Background: an optimization exercise with open tools, aiming at small area, a short achievable clock period and few clock cycles. Do not read the settings as production practice.
Only simulation tests tie the RTL to the original design; equivalence was not proved.

==> design/flow/design.v <==
package lfu_pkg;
	localparam int SLOTS      = 16;
	localparam int COUNT_BITS = 16;
	localparam int PAGE_W     = 32;
	localparam int IDX_W      = 4;    
	localparam int NSLOT_W    = 5;    
	typedef struct packed {
		logic             load;         
		logic             track;        
		logic             hit_upd;      
		logic             alloc;        
		logic             flush_take;   
		logic             flush_end;    
		logic [IDX_W-1:0] idx;
	} lfu_cmd_t;
	typedef struct packed {
		logic match;        
		logic dirty_live;   
		logic pend;         
		logic out_free;     
	} lfu_sts_t;
endpackage
module lfu_ctrl (
	input  logic                          clk,
	input  logic                          arst_n,
	input  logic                          req_valid,
	input  logic                          req_func,
	output logic                          req_ready,
	input  logic                          cfg_valid,
	input  logic [lfu_pkg::NSLOT_W-1:0]   cfg_data,
	input  lfu_pkg::lfu_sts_t             sts,
	output lfu_pkg::lfu_cmd_t             cmd
);
	localparam int SLOTS   = lfu_pkg::SLOTS;
	localparam int IDX_W   = lfu_pkg::IDX_W;
	localparam int NSLOT_W = lfu_pkg::NSLOT_W;
	typedef enum logic [2:0] {
		ST_IDLE, ST_ACC, ST_ACC_END, ST_FLUSH, ST_FLUSH_END
	} state_t;
	state_t             state_q;
	logic [IDX_W-1:0]   idx_q;
	logic [NSLOT_W-1:0] active_q;
	logic [NSLOT_W-1:0] n_use;
	logic [IDX_W-1:0]   last_idx;
	logic               at_end;
	logic               step;
	always_comb begin
		if (active_q == '0) begin
			n_use = NSLOT_W'(1);
		end else if (active_q > NSLOT_W'(SLOTS)) begin
			n_use = NSLOT_W'(SLOTS);
		end else begin
			n_use = active_q;
		end
	end
	assign last_idx  = IDX_W'(n_use - NSLOT_W'(1));
	assign at_end    = (idx_q == last_idx);
	assign req_ready = (state_q == ST_IDLE);
	always_comb begin
		cmd      = '0;
		cmd.idx  = idx_q;
		step     = 1'b0;
		case (state_q)
			ST_IDLE: begin
				cmd.load = req_valid;
			end
			ST_ACC: begin
				if (sts.match) begin
					cmd.hit_upd = sts.out_free;
				end else begin
					cmd.track = 1'b1;
					step      = 1'b1;
				end
			end
			ST_ACC_END: begin
				cmd.alloc = sts.out_free;
			end
			ST_FLUSH: begin
				cmd.flush_take = sts.dirty_live && (!sts.pend || sts.out_free);
				step           = !sts.dirty_live || cmd.flush_take;
			end
			ST_FLUSH_END: begin
				cmd.flush_end = sts.out_free;
			end
			default: begin
				cmd = '0;
			end
		endcase
	end
	always_ff @(posedge clk or negedge arst_n) begin
		if (!arst_n) begin
			state_q  <= ST_IDLE;
			idx_q    <= '0;
			active_q <= NSLOT_W'(16);
		end else begin
			if (cfg_valid) begin
				active_q <= cfg_data;
			end
			case (state_q)
				ST_IDLE: begin
					if (req_valid) begin
						idx_q   <= '0;
						state_q <= req_func ? ST_FLUSH : ST_ACC;
					end
				end
				ST_ACC: begin
					if (cmd.hit_upd) begin
						state_q <= ST_IDLE;
					end else if (step) begin
						if (at_end) begin
							state_q <= ST_ACC_END;
						end else begin
							idx_q <= idx_q + IDX_W'(1);
						end
					end
				end
				ST_ACC_END: begin
					if (cmd.alloc) begin
						state_q <= ST_IDLE;
					end
				end
				ST_FLUSH: begin
					if (step) begin
						if (at_end) begin
							state_q <= ST_FLUSH_END;
						end else begin
							idx_q <= idx_q + IDX_W'(1);
						end
					end
				end
				ST_FLUSH_END: begin
					if (cmd.flush_end) begin
						state_q <= ST_IDLE;
					end
				end
				default: begin
					state_q <= ST_IDLE;
				end
			endcase
		end
	end
endmodule
module lfu_dp (
	input  logic                         clk,
	input  logic                         arst_n,
	input  lfu_pkg::lfu_cmd_t            cmd,
	output lfu_pkg::lfu_sts_t            sts,
	input  logic [lfu_pkg::PAGE_W-1:0]   req_page,
	input  logic                         req_write,
	output logic                         out_valid,
	input  logic                         out_ready,
	output logic [lfu_pkg::IDX_W-1:0]    out_slot,
	output logic                         out_hit,
	output logic                         out_fill,
	output logic                         out_wbv,
	output logic [lfu_pkg::IDX_W-1:0]    out_wbs,
	output logic [lfu_pkg::PAGE_W-1:0]   out_wbp,
	output logic                         out_last
);
	localparam int SLOTS      = lfu_pkg::SLOTS;
	localparam int COUNT_BITS = lfu_pkg::COUNT_BITS;
	localparam int PAGE_W     = lfu_pkg::PAGE_W;
	localparam int IDX_W      = lfu_pkg::IDX_W;
	logic [SLOTS-1:0]      valid_q;
	logic [SLOTS-1:0]      dirty_q;
	logic [PAGE_W-1:0]     page_q [SLOTS];
	logic [COUNT_BITS-1:0] cnt_q  [SLOTS];
	logic [PAGE_W-1:0]     rq_page_q;
	logic                  rq_wr_q;
	logic                  have_free_q;
	logic [IDX_W-1:0]      free_q;
	logic                  have_vic_q;
	logic [IDX_W-1:0]      vic_q;
	logic [COUNT_BITS-1:0] min_q;
	logic [PAGE_W-1:0]     vic_page_q;
	logic                  pend_q;
	logic [IDX_W-1:0]      pend_slot_q;
	logic [PAGE_W-1:0]     pend_page_q;
	logic                  o_valid_q;
	logic [IDX_W-1:0]      o_slot_q;
	logic                  o_hit_q;
	logic                  o_fill_q;
	logic                  o_wbv_q;
	logic [IDX_W-1:0]      o_wbs_q;
	logic [PAGE_W-1:0]     o_wbp_q;
	logic                  o_last_q;
	logic [PAGE_W-1:0]     cur_page;
	logic [COUNT_BITS-1:0] cur_cnt;
	logic                  cur_valid;
	logic                  out_free;
	logic [IDX_W-1:0]      tgt;
	logic                  emit;
	logic                  take_vic;
	assign cur_page  = page_q[cmd.idx];
	assign cur_cnt   = cnt_q[cmd.idx];
	assign cur_valid = valid_q[cmd.idx];
	assign out_free  = !o_valid_q || out_ready;
	assign tgt       = have_free_q ? free_q : vic_q;
	assign take_vic  = cur_valid && (!have_vic_q || cur_cnt < min_q);
	assign emit      = cmd.hit_upd || cmd.alloc || cmd.flush_end ||
		(cmd.flush_take && pend_q);
	assign sts.match      = cur_valid && (cur_page == rq_page_q);
	assign sts.dirty_live = cur_valid && dirty_q[cmd.idx];
	assign sts.pend       = pend_q;
	assign sts.out_free   = out_free;
	always_ff @(posedge clk or negedge arst_n) begin
		if (!arst_n) begin
			valid_q     <= '0;
			dirty_q     <= '0;
			have_free_q <= 1'b0;
			have_vic_q  <= 1'b0;
			pend_q      <= 1'b0;
			o_valid_q   <= 1'b0;
		end else begin
			if (cmd.load) begin
				have_free_q <= 1'b0;
				have_vic_q  <= 1'b0;
				pend_q      <= 1'b0;
			end
			if (cmd.track) begin
				if (!cur_valid) begin
					have_free_q <= 1'b1;
				end
				if (take_vic) begin
					have_vic_q <= 1'b1;
				end
			end
			if (cmd.hit_upd && rq_wr_q) begin
				dirty_q[cmd.idx] <= 1'b1;
			end
			if (cmd.alloc) begin
				valid_q[tgt] <= 1'b1;
				dirty_q[tgt] <= rq_wr_q;
			end
			if (cmd.flush_take) begin
				valid_q[cmd.idx] <= 1'b0;
				dirty_q[cmd.idx] <= 1'b0;
				pend_q           <= 1'b1;
			end
			if (cmd.flush_end) begin
				pend_q <= 1'b0;
			end
			if (emit) begin
				o_valid_q <= 1'b1;
			end else if (out_ready) begin
				o_valid_q <= 1'b0;
			end
		end
	end
	always_ff @(posedge clk) begin
		if (cmd.load) begin
			rq_page_q <= req_page;
			rq_wr_q   <= req_write;
		end
		if (cmd.track) begin
			if (!cur_valid && !have_free_q) begin
				free_q <= cmd.idx;
			end
			if (take_vic) begin
				vic_q      <= cmd.idx;
				min_q      <= cur_cnt;
				vic_page_q <= cur_page;
			end
		end
		if (cmd.hit_upd && cur_cnt != '1) begin
			cnt_q[cmd.idx] <= cur_cnt + COUNT_BITS'(1);
		end
		if (cmd.alloc) begin
			page_q[tgt] <= rq_page_q;
			cnt_q[tgt]  <= COUNT_BITS'(1);
		end
		if (cmd.flush_take) begin
			pend_slot_q <= cmd.idx;
			pend_page_q <= cur_page;
		end
		if (emit) begin
			if (cmd.hit_upd) begin
				o_slot_q <= cmd.idx;
				o_hit_q  <= 1'b1;
				o_fill_q <= 1'b0;
				o_wbv_q  <= 1'b0;
				o_wbs_q  <= '0;
				o_wbp_q  <= '0;
				o_last_q <= 1'b1;
			end else if (cmd.alloc) begin
				o_slot_q <= tgt;
				o_hit_q  <= 1'b0;
				o_fill_q <= !rq_wr_q;
				o_wbv_q  <= !have_free_q;
				o_wbs_q  <= have_free_q ? '0 : vic_q;
				o_wbp_q  <= have_free_q ? '0 : vic_page_q;
				o_last_q <= 1'b1;
			end else if (pend_q) begin
				o_slot_q <= pend_slot_q;
				o_hit_q  <= 1'b0;
				o_fill_q <= 1'b0;
				o_wbv_q  <= 1'b1;
				o_wbs_q  <= pend_slot_q;
				o_wbp_q  <= pend_page_q;
				o_last_q <= cmd.flush_end;
			end else begin
				o_slot_q <= '0;
				o_hit_q  <= 1'b0;
				o_fill_q <= 1'b0;
				o_wbv_q  <= 1'b0;
				o_wbs_q  <= '0;
				o_wbp_q  <= '0;
				o_last_q <= 1'b1;
			end
		end
	end
	assign out_valid = o_valid_q;
	assign out_slot  = o_slot_q;
	assign out_hit   = o_hit_q;
	assign out_fill  = o_fill_q;
	assign out_wbv   = o_wbv_q;
	assign out_wbs   = o_wbs_q;
	assign out_wbp   = o_wbp_q;
	assign out_last  = o_last_q;
endmodule
module lfu_page_cache_directory (
	input  logic        clk,
	input  logic        arst_n,
	input  logic        cfg_valid,
	output logic        cfg_ready,
	input  logic [4:0]  cfg_active_slots,
	input  logic        req_valid,
	output logic        req_ready,
	input  logic        req_func,
	input  logic [31:0] req_page_number,
	input  logic        req_is_write,
	output logic        res_valid,
	input  logic        res_ready,
	output logic [3:0]  res_slot,
	output logic        res_hit,
	output logic        res_fill_needed,
	output logic        res_writeback_valid,
	output logic [3:0]  res_writeback_slot,
	output logic [31:0] res_writeback_page,
	output logic        res_last
);
	lfu_pkg::lfu_cmd_t cmd;
	lfu_pkg::lfu_sts_t sts;
	logic     ctl_ready;
	assign cfg_ready = 1'b1;
	assign req_ready = ctl_ready;
	lfu_ctrl u_ctrl (
		.clk       (clk),
		.arst_n    (arst_n),
		.req_valid (req_valid),
		.req_func  (req_func),
		.req_ready (ctl_ready),
		.cfg_valid (cfg_valid),
		.cfg_data  (cfg_active_slots),
		.sts       (sts),
		.cmd       (cmd)
	);
	lfu_dp u_dp (
		.clk       (clk),
		.arst_n    (arst_n),
		.cmd       (cmd),
		.sts       (sts),
		.req_page  (req_page_number),
		.req_write (req_is_write),
		.out_valid (res_valid),
		.out_ready (res_ready),
		.out_slot  (res_slot),
		.out_hit   (res_hit),
		.out_fill  (res_fill_needed),
		.out_wbv   (res_writeback_valid),
		.out_wbs   (res_writeback_slot),
		.out_wbp   (res_writeback_page),
		.out_last  (res_last)
	);
endmodule
==> design/flow/run.sh <==
#!/bin/bash
# synth_recipe.tcl (not shown) runs the flow's synth.tcl, then flattens the netlist and writes it again
# the make line also repeats each setting of config.mk as NAME=value (left out here)
make -C /OpenROAD-flow-scripts/flow DESIGN_CONFIG=/design/flow/config.mk WORK_HOME=/design/flow/orfs CLKGATE_MAP_FILE= SYNTH_SCRIPT=/design/flow/synth_recipe.tcl finish
==> design/flow/config.mk <==
export PLATFORM = sky130hd
export DESIGN_NAME = lfu_page_cache_directory
export DESIGN_NICKNAME = lfu_page_cache_directory
export VERILOG_FILES = /design/flow/design.v
export SDC_FILE = /design/flow/constraint.sdc
export NUM_CORES = 4
export LEC_CHECK = 0
export CAP_MARGIN = 20
export CORE_MARGIN = 2
export CORE_UTILIZATION = 40
export SLEW_MARGIN = 20
==> design/flow/constraint.sdc <==
create_clock -name core_clock -period 8.0 [get_ports {clk}]
set_input_delay 1.6000 -clock core_clock [delete_from_list [all_inputs] [get_ports {clk}]]
set_output_delay 1.6000 -clock core_clock [all_outputs]
set_load 0.01 [all_outputs]
==> results_dict.tcl <==
set metrics [dict create \
    grt-ovfl-total 0 \
    path_max_fanout 144 \
    power_mw 17.81 \
    seq_area_frac_synth_pct 70.99 \
    gp_congestion 0.9063 \
    fin_crit_sh_pct 84.57 \
    nets 2919 \
    grt_use_total_pct 23.37 \
    cp_top_family "simple AND/OR/NAND/NOR gates" \
    portBuffers 89 \
    worstSetupPathType "reg -> reg" \
    multiInputGateArea_um2 11150 \
    regArea_um2 29350 \
    drive_gt1_share_pct 13.69 \
    ir_drop_v 0.0002059 \
    cp_num_buf_inv 3 \
    drt_wl_total_mm 125.8 \
    clk_root_buffer_cell "clkbuf_16" \
    grt_max_degree 145 \
    initial_core_util_pct 40.45 \
    endpoint_kind "register" \
    hold_violations 0 \
    netSwitchingPower_mw 6.470 \
    clockBufferDepth 3 \
    fmax_ghz 0.1478 \
    cts_sinks 985 \
    insertion_delay_ns 0.71 \
    leakagePower_nw 15.40 \
    final_cell_mix "edfxtp_1 (937), nand2_1 (186), a21oi_1 (129)" \
    vias_per_cell 6.101 \
    setup_violations 0 \
    io_pins 91 \
    die_h_um 325.4 \
    syn_nets 2820 \
    p_clk_share_pct 26.1 \
    synthesis.area_um2 41330 \
    grt_pass1_wl_mm 182.2 \
    synth_cells 2749 \
    p_per_area_nw_per_um2 376.3 \
    startpoint_type "register" \
    required_ns 8.29 \
    maxCapViolCount 0 \
    htreeDepth 3 \
    rows 117 \
    hpwl_mm 74.64 \
    tightest_slew_ns 1.195 \
    drt_iter0_drc 3607 \
    period_needed_ns 6.765 \
    holdWs_ns 0.5007 \
    hold_buffers 0 \
    fin_setup_tns_ns 0 \
    ant_nets 0 \
    synth.avg_cell_area_um2 15.03 \
    max_stage_delay_ns 0.93 \
    diodes 0 \
    cellInternalPower_mw 11.34 \
    ff2ff_path_depth 14 \
    status "complete, no violations" \
    reg2reg_to "u_dp.cnt_q[7][15]$_DFFE_PP_" \
    antenna_found_initial 3 \
    final_common_cell "edfxtp_1" \
    startpoint "u_ctrl.idx_q[1]$_DFFE_PN0P_" \
    cp_num_cells 14 \
    synth_ff_type "edfxtp_1" \
    synth.area.top_cells "edfxtp_1 (68%), dfrtp_1 (2.8%), mux2i_1 (2.7%), mux4_2 (2.4%), nand2_1 (1.7%)" \
    syn2layout_area_growth_pct 14.53 \
    synth_edf_count 937 \
    crit_end "u_dp.cnt_q[7][15]$_DFFE_PP_" \
    rsz0062_at_grt "no" \
    cts_tree "built" \
    sw_frac_of_total_pct 36.32 \
    die_w_um 325.4 \
    dieArea_um2 105900 \
    cp.arrival_ns 7.06 \
    r2r_slack_ns 1.23 \
    clock_skew_ns 0.03574 \
    cp_slowest_cell "o21ai_2" \
    synth_top_area_share_pct 68.08 \
    yosys.area.top_type "edfxtp_1" \
    core_um2 102200 \
    yosys_warnings 2 \
    cp_cell_sequence "buf_12 > nand2b_1 > buf_4 > o22ai_1 > a211o_1 > a32oi_1 > xnor2_1 > nor4b_1 > and4b_1 > nand4_2 > nor3_4 > buf_4 > nand3_1 > o21ai_2" \
    r2r-start "u_ctrl.idx_q[1]$_DFFE_PN0P_" \
    holdCritPathClass "reg -> reg" \
    async_flop_share_pct 4.873 \
    first_pass_iters 6 \
    cts_setup_buffers 0 \
    timing.critical_path.mode_cell "buf_4" \
    post_drt_wl_per_cell_um 29.26 \
    fillCellCount 8925 \
    slew_headroom_pct 18.25 \
    synth_seq_cells 985 \
    numCtsBuffers 101 \
    grt_pass1_vias 25322 \
    drc 0 \
    power_frac_comb_pct 32.7 \
    clk_pin_slew_ns 0.06 \
    synth_cell_type_count 92 \
    seqPwrFrac_pct 41.2 \
    slew_viol_final 0 \
    num_vias 26223 \
    cts_resized 0 \
]
[kinds of logic (layout without fill, tap and decap cells)]
logic type	count (synthesis)	after routing	share of synthesized area (%)
DFF	985	985	70.99
AOI/OAI and AO/OA	659	659	11.17
and+or+nand+nor	593	593	7.002
buffers and inverters	248	429	2.930
muxes	199	199	6.300
xor gates and xnor gates	37	37	0.7841
adders and majority gates	27	27	0.8174
other	1	1	0.009073
[routing by layer]
metal	share of wire [%]	GRT usage, %	vias to the layer above
met1	43	34.42	13464
li1	-	-	11053
met2	44	34.85	1491
met5	0.010	0	-
met3	10	4.933	213
met4	2.6	6.822	2
[state kept, by name (all words and copies together) (netlist names), 3 cells and up]
| register | flops |
|---|---|
| u_dp.pend_slot_q | 4 |
| u_dp.dirty_q | 16 |
| u_dp.o_wbp_q | 32 |
| u_dp.valid_q | 16 |
| u_dp.vic_page_q | 32 |
| u_dp.cnt_q | 256 |
| u_ctrl.idx_q | 4 |
| u_dp.page_q | 512 |
| u_dp.rq_page_q | 32 |
| u_ctrl.state_q | 3 |
| u_dp.o_slot_q | 4 |
| u_dp.free_q | 4 |
| u_dp.pend_page_q | 32 |
| u_dp.vic_q | 4 |
| u_dp.o_wbs_q | 4 |
| u_dp.min_q | 16 |
| u_ctrl.active_q | 5 |
[cell usage after synthesis, drive strengths merged (7+ instances only)]
cell     number
or3          14
xor2         16
a221o        11
ha           27
a22o         40
and3         24
a21boi        8
a211o        20
and2         22
nand2b       14
buf         112
xnor2        21
nor2        131
nor3         38
mux4         44
a21oi       134
nand2       189
inv          69
nor4          8
edfxtp      937
a311oi       19
nor2b        35
o211ai       14
o22ai        45
o21ai        94
mux2i       112
a2111oi      18
clkbuf       67
a21o         15
a221oi       37
o221ai       18
nand3        60
a31oi        48
o31a         10
or2           9
a311o         7
nand4        26
mux2         43
nand3b        9
a32oi         7
a211oi       48
dfrtp        47
o31ai        13
[worst min-delay path by stage]
stage / startpoint / end / slack (ns) / cells after the start
2_1_floorplan: u_dp.valid_q[7]$_DFF_PN0_ / u_dp.valid_q[7]$_DFF_PN0_ / 0.46 / 2
3_3_place_gp: u_dp.valid_q[5]$_DFF_PN0_ / u_dp.valid_q[5]$_DFF_PN0_ / 0.49 / 2
3_5_place_dp: u_dp.valid_q[5]$_DFF_PN0_ / u_dp.valid_q[5]$_DFF_PN0_ / 0.49 / 2
4_1_cts: u_dp.valid_q[5]$_DFF_PN0_ / u_dp.valid_q[5]$_DFF_PN0_ / 0.50 / 2
5_1_grt: u_dp.valid_q[15]$_DFF_PN0_ / u_dp.valid_q[15]$_DFF_PN0_ / 0.54 / 2
6_report: u_dp.valid_q[11]$_DFF_PN0_ / u_dp.valid_q[11]$_DFF_PN0_ / 0.50 / 2
[through the flow]
step / util (%) / setup WS [ns] / std cells / area, um2
2_1_floorplan: - / 1.305 / 2749 / 41330
3_3_place_gp: 43.08 / 1.416 / 4111 / 44020
3_5_place_dp: 43.09 / 1.352 / 4111 / 44030
4_1_cts: 46.26 / 1.323 / 4296 / 47270
5_1_grt: 46.32 / 1.136 / 4298 / 47330
6_report: 46.32 / 1.235 / 4298 / 47330
[final cells by class]
type	instances	area share, %
Timing Repair Buffer	175	3.436
Clock buffer	122	5.596
Inverter	69	0.5472
Tap cell	1368	3.616
Sequential cell	985	62.01
Clock inverter	63	1.250
Multi-Input combinational cell	1516	23.55
[power groups by stage]
stage	logic, mW	clock network [mW]	registers (mW)
finish	5.82	4.65	7.34
global route	6.20	4.91	7.39
CTS	5.72	4.70	7.33
detailed placement	5.70	0	7.43
global placement	5.62	0	7.42
floorplan	3.45	0	7.26
[worst reg2reg max path, cell delays in order (launching register included)]
cell      delay, ns
dfrtp_4        0.78
buf_12         0.49
nand2b_1       0.66
buf_4          0.29
o22ai_1        0.10
a211o_1        0.33
a32oi_1        0.51
xnor2_1        0.29
nor4b_1        0.48
and4b_1        0.28
nand4_2        0.34
nor3_4         0.29
buf_4          0.28
nand3_1        0.30
o21ai_2        0.93
Testbench counts, summed over its fixed seeds: cycles 57,959.

[re-timing with driven ports]
Ports are ideal in the flow. The routed layout listed here was re-timed in OpenROAD.
Step 1 (the two cells are an assumption about what drives the block):
set clk [get_ports {clk}]
set_driving_cell -lib_cell sky130_fd_sc_hd__clkbuf_16 $clk
set_driving_cell -lib_cell sky130_fd_sc_hd__buf_2 [delete_from_list [all_inputs] $clk]
Step 2 moves the port delays by t, midway between the first and last clock arrival at a register: inputs arrive t later, outputs are due t later. That takes back most of the time a late clock gives input paths.
Three values: ideal ports, drivers, drivers and shift; two values: the first two.
t (ns): 0.757
slack for setup (ns): 1.235 / 1.235 / 1.235
hold WS [ns]: 0.501 / 0.501 / 0.501
latest minus earliest clock arrival (ns): 0.036 / 0.036
slew at the worst register clock pin (ns): 0.07 / 0.07
After both steps setup and hold are still met in this run. For this run, drivers alone change the setup slack by 0.000 ns; drivers and shift together by 0.000 ns.
